This is an optimization exercise on Yosys and OpenROAD, whose aim is small area, a short achievable clock period and few clock cycles, not a production implementation.
Power is estimated from default activity; no workload was simulated.

red:
==> flow/design.v (excerpt) <==
module g2048_top (
	input  logic        clk,
	input  logic        rst_n,
	input  logic        cyc,
	input  logic        stb,
	input  logic        we,
	input  logic [4:0]  adr,
	input  logic [31:0] dat_w,
	output logic [31:0] dat_r,
	output logic        ack
);
export LEC_CHECK = 0
export CAP_MARGIN = 20
export CORE_MARGIN = 2
export CORE_UTILIZATION = 40
export SLEW_MARGIN = 20
create_clock -name core_clock -period 30.0 [get_ports {clk}]
standard.sh (not shown) runs the stock make flow with config.mk's settings and CLKGATE_MAP_FILE= SYNTH_SCRIPT=/design/flow/synth_recipe.tcl, a recipe that flattens the netlist after the stock synthesis.
==> flow/flow/run.sh <==
#!/bin/bash
# Layout flow: the standard ORFS flow, with synthesis changed only in its
# technology mapping: no adder extraction (ADDER_MAP_FILE empty) and an
# area-oriented ABC script for the combinational logic. Registers, their
# names and cell types are as the standard synthesis makes them. The port
# buffers are buf_4 instead of the flow's pick.
set -euo pipefail
HERE=$(pwd)
FLOW_DIR=$HERE/flow

# The read mux (from the address inputs to the read data register) is mapped
# on its own for depth first, as the address arrives late in the cycle; the
# rest of the logic is mapped for area.
cat > $HERE/own_synth.tcl <<'TCL'
proc abc {args} {
  set i [lsearch -exact $args -script]
  set stop ":-sky130_fd_sc_hd__dfxtp_1:-sky130_fd_sc_hd__edfxtp_1"
  yosys select -set rdmux i:adr %co*$stop c:rdat* %ci1 %ci*$stop %i {t:$_*} %i
  yosys tee -q -o $::env(OWN_FLOW_DIR)/../rdmux_cells.txt select -list @rdmux
  set fast $args
  lset fast [expr { $i + 1 }] $::env(OWN_FLOW_DIR)/abc_fast.script
  yosys abc {*}$fast @rdmux
  lset args [expr { $i + 1 }] $::env(OWN_FLOW_DIR)/abc_area.script
  yosys abc {*}$args
}
TCL
echo "source $HERE/synth_recipe.tcl" >> $HERE/own_synth.tcl
export OWN_FLOW_DIR=$FLOW_DIR

sed -e "s#SYNTH_SCRIPT=[^ ]*#SYNTH_SCRIPT=$HERE/own_synth.tcl ADDER_MAP_FILE= BUFFER_PORTS_ARGS='-buffer_cell sky130_fd_sc_hd__buf_4'#" standard.sh > $HERE/own_standard.sh
grep -q "own_synth.tcl" $HERE/own_standard.sh

bash $HERE/own_standard.sh finish > $HERE/make_finish.log 2>&1
==> flow/flow/abc_area.script <==
strash
&get -n
&fraig -x
&put
scorr
dc2
dretime
strash
&get -n
&dch -f
&nf -R 1000
&put
==> flow/flow/abc_fast.script <==
strash
&get -n
&fraig -x
&put
scorr
dc2
strash
&get -n
&dch -f
&if -g -K 6
&synch2
&nf
&put
diff inputs: red => blue
- putting CTS_BUF_LIST at sky130_fd_sc_hd__clkbuf_4 sky130_fd_sc_hd__clkbuf_8 where nothing was set
==> comparison <==
The worst setup slack in blue sits 0.0095 ns below the value recorded for red. Between red and blue, share of power burned in combinational logic is lower for red, blue comes in above that. Higher switching power among red and blue: red. Higher end-of-flow core utilization was reported by red, not blue. Going from red to blue, via count has remained practically unchanged, setup slack after placement now sits at about the same level, internal power contribution decreased 0.020 mW, final critical path time including I/O delays and setup picked up an extra 0.0095 ns, clock skew after layout has remained practically unchanged.
No functional check of the RTL was part of any run of this note.

========
g2048_top, a different RTL version from the one above (not shown whole).
For scale: roughly 75 I/O pins, ~0.0076 sq mm of cells after synthesis.
// g2048_top
module g2048_top (
	input  logic        clk,
	input  logic        rst_n,
	input  logic        cyc,
	input  logic        stb,
	input  logic        we,
	input  logic [4:0]  adr,
	input  logic [31:0] dat_w,
	output logic [31:0] dat_r,
	output logic        ack
);
function automatic [3:0] board_index(input [1:0] dir, input integer k, input integer i);
	integer r;
	integer c;
	integer idx;
	begin
		case (dir)
			2'd0: begin
				r = k;
				c = i;
			end
			2'd1: begin
				r = k;
				c = 4 - 1 - i;
			end
			2'd2: begin
				r = i;
				c = k;
			end
			default: begin  
				r = 4 - 1 - i;
				c = k;
			end
		endcase
		idx = r * 4 + c;
		board_index = idx[3:0];
	end
endfunction
	logic [63:0] board;       
	logic [3:0]  lfsr;
	logic [3:0]  ph;          
	logic        pend;        
	logic [1:0]  dir;
	logic        chg;         
	logic [3:0]  rdat;
	logic        rst_q;       
	logic        wr_pend;     
	logic [3:0]  wr_adr;      
	logic        busy;
	logic        req;
	logic        wr_move;
	logic [15:0] wr_cell;     
	logic [3:0]  wr_dat;
	logic [15:0] line;        
	logic [15:0] merged;
	logic        changed;
	logic [63:0] shifted;
	logic [3:0]  lfsr_next;
	logic [15:0] put;
  ...
Settings: LEC_CHECK=0, CAP_MARGIN=20, CORE_MARGIN=2, CORE_UTILIZATION=40, CTS_BUF_LIST=sky130_fd_sc_hd__clkbuf_4 sky130_fd_sc_hd__clkbuf_8, SLEW_MARGIN=20; clock period 30.0 ns.
==> flow/flow/run.sh <==
#!/bin/bash
# Layout flow: the standard ORFS flow, with synthesis changed only in its
# technology mapping: no adder extraction (ADDER_MAP_FILE empty) and an
# area-oriented ABC script for the combinational logic, then ABC gate sizing. Registers, their
# names and cell types are as the standard synthesis makes them. The port
# buffers are buf_4 instead of the flow's pick. One tie cell drives all the
# constant outputs.
set -euo pipefail
HERE=$(pwd)
FLOW_DIR=$HERE/flow

# The read mux (from the address inputs to the read data register) is mapped
# on its own for depth first, as the address arrives late in the cycle; the
# rest of the logic is mapped for area.
cat > $HERE/own_synth.tcl <<'TCL'
proc abc {args} {
  set i [lsearch -exact $args -script]
  set stop ":-sky130_fd_sc_hd__dfxtp_1:-sky130_fd_sc_hd__edfxtp_1"
  yosys select -set rdmux i:adr %co*$stop c:rdat* %ci1 %ci*$stop %i {t:$_*} %i
  yosys tee -q -o $::env(OWN_FLOW_DIR)/../rdmux_cells.txt select -list @rdmux
  set fast $args
  lset fast [expr { $i + 1 }] $::env(OWN_FLOW_DIR)/abc_fast.script
  yosys abc {*}$fast @rdmux
  lset args [expr { $i + 1 }] $::env(OWN_FLOW_DIR)/abc_area.script
  yosys abc {*}$args
}
TCL
echo "source $HERE/synth_recipe.tcl" >> $HERE/own_synth.tcl
export OWN_FLOW_DIR=$FLOW_DIR

sed -e "s#SYNTH_SCRIPT=[^ ]*#SYNTH_SCRIPT=$HERE/own_synth.tcl ADDER_MAP_FILE= SETUP_SLACK_MARGIN=23.2 SKIP_REPAIR_TIE_FANOUT=1 SYNTH_INSBUF=0 BUFFER_PORTS_ARGS='-buffer_cell sky130_fd_sc_hd__buf_4'#" standard.sh > $HERE/own_standard.sh
grep -q "own_synth.tcl" $HERE/own_standard.sh

bash $HERE/own_standard.sh finish > $HERE/make_finish.log 2>&1
==> flow/flow/abc_area.script <==
strash
&get -n
&fraig -x
&put
scorr
dc2
balance -l
resub -K 6 -l
rewrite -l
resub -K 6 -N 2 -l
refactor -l
resub -K 8 -l
balance -l
resub -K 8 -N 2 -l
rewrite -l
resub -K 10 -l
rewrite -z -l
resub -K 10 -N 2 -l
balance -l
resub -K 12 -l
refactor -z -l
resub -K 12 -N 2 -l
rewrite -z -l
balance -l
strash
dch -f
amap
topo
stime -c
upsize -c
dnsize -c
Scripts as last shown in full above: flow/flow/abc_fast.script
Change:
--- a/flow/flow/run.sh
+++ b/flow/flow/run.sh
@@ -30,3 +30,3 @@
 
-sed -e "s#SYNTH_SCRIPT=[^ ]*#SYNTH_SCRIPT=$HERE/own_synth.tcl ADDER_MAP_FILE= SETUP_SLACK_MARGIN=23.2 SKIP_REPAIR_TIE_FANOUT=1 SYNTH_INSBUF=0 BUFFER_PORTS_ARGS='-buffer_cell sky130_fd_sc_hd__buf_4'#" standard.sh > $HERE/own_standard.sh
+sed -e "s#SYNTH_SCRIPT=[^ ]*#SYNTH_SCRIPT=$HERE/own_synth.tcl ADDER_MAP_FILE= SKIP_REPAIR_TIE_FANOUT=1 SYNTH_INSBUF=0 BUFFER_PORTS_ARGS='-buffer_cell sky130_fd_sc_hd__buf_4'#" standard.sh > $HERE/own_standard.sh
 grep -q "own_synth.tcl" $HERE/own_standard.sh
=> The new run completed without violations. Design area drops by 2.9%. Routed wire length climbs by 0.98%. Sequential share of layout area climbs by 0.72 points. Power drops by 4.5%. Worst setup slack degrades by 0.43 ns. Sequential cell count does not change. Final cell count drops by 0.64%. Global-route usage climbs by 0.44 points. Via count drops by 1.4%. Register-to-register slack degrades by 0.78 ns.
Change:
--- a/flow/config.mk
+++ b/flow/config.mk
@@ -7,3 +7,3 @@
 export LEC_CHECK = 0
-export CAP_MARGIN = 20
+export CAP_MARGIN = 60
 export CORE_MARGIN = 2
@@ -11,2 +11,2 @@
 export CTS_BUF_LIST = sky130_fd_sc_hd__clkbuf_4 sky130_fd_sc_hd__clkbuf_8
-export SLEW_MARGIN = 20
+export SLEW_MARGIN = 60
Hold slack barely changes; worst setup slack improved by 0.12 ns; die area does not change; register-to-register slack improved by 0.18 ns; combinational power rose by about 2.8%; sequential share of layout area fell by 0.59 points; utilization rose by 1.0 points; cell count rose by about 1%; total power rose by 1.6%; routed wire length fell by about 0.6%.
No run of this note included a check of the RTL's function; only the layout flow was run.

==> separate check: timing with driven ports <==
The flow's constraints put no driver on any port. The routed layouts listed below were extracted and timed again, unchanged, in two steps.
Step 1: set_driving_cell puts a clkbuf_16 on clk and a buf_2 on each other input, an assumption about the parent block.
Step 2 times the ports against the registers' clock, not the clock port: input delays grow and output delays shrink by t, the midpoint of the rising clock arrivals with the driver on.
Three values: ideal ports, drivers, drivers and shift; two values: the first two.
run | t, ns | setup slack, ns | cell pins on the clock port's net
red | 0.402 | 22.456 / 22.456 / 22.409 | 1
blue | 0.426 | 22.446 / 22.446 / 22.389 | 1
the first run of note 2 | 0.435 | 23.155 / 23.114 / 22.706 | 1
the second run of note 2 | 0.443 | 22.720 / 22.720 / 22.458 | 1
the third run of note 2 | 0.445 | 22.839 / 22.854 / 22.410 | 1
After both steps every run listed still meets setup and hold. The setup slack of the first run of note 2, which loses most, moves by -0.041 ns with the drivers and by -0.449 ns with both steps.
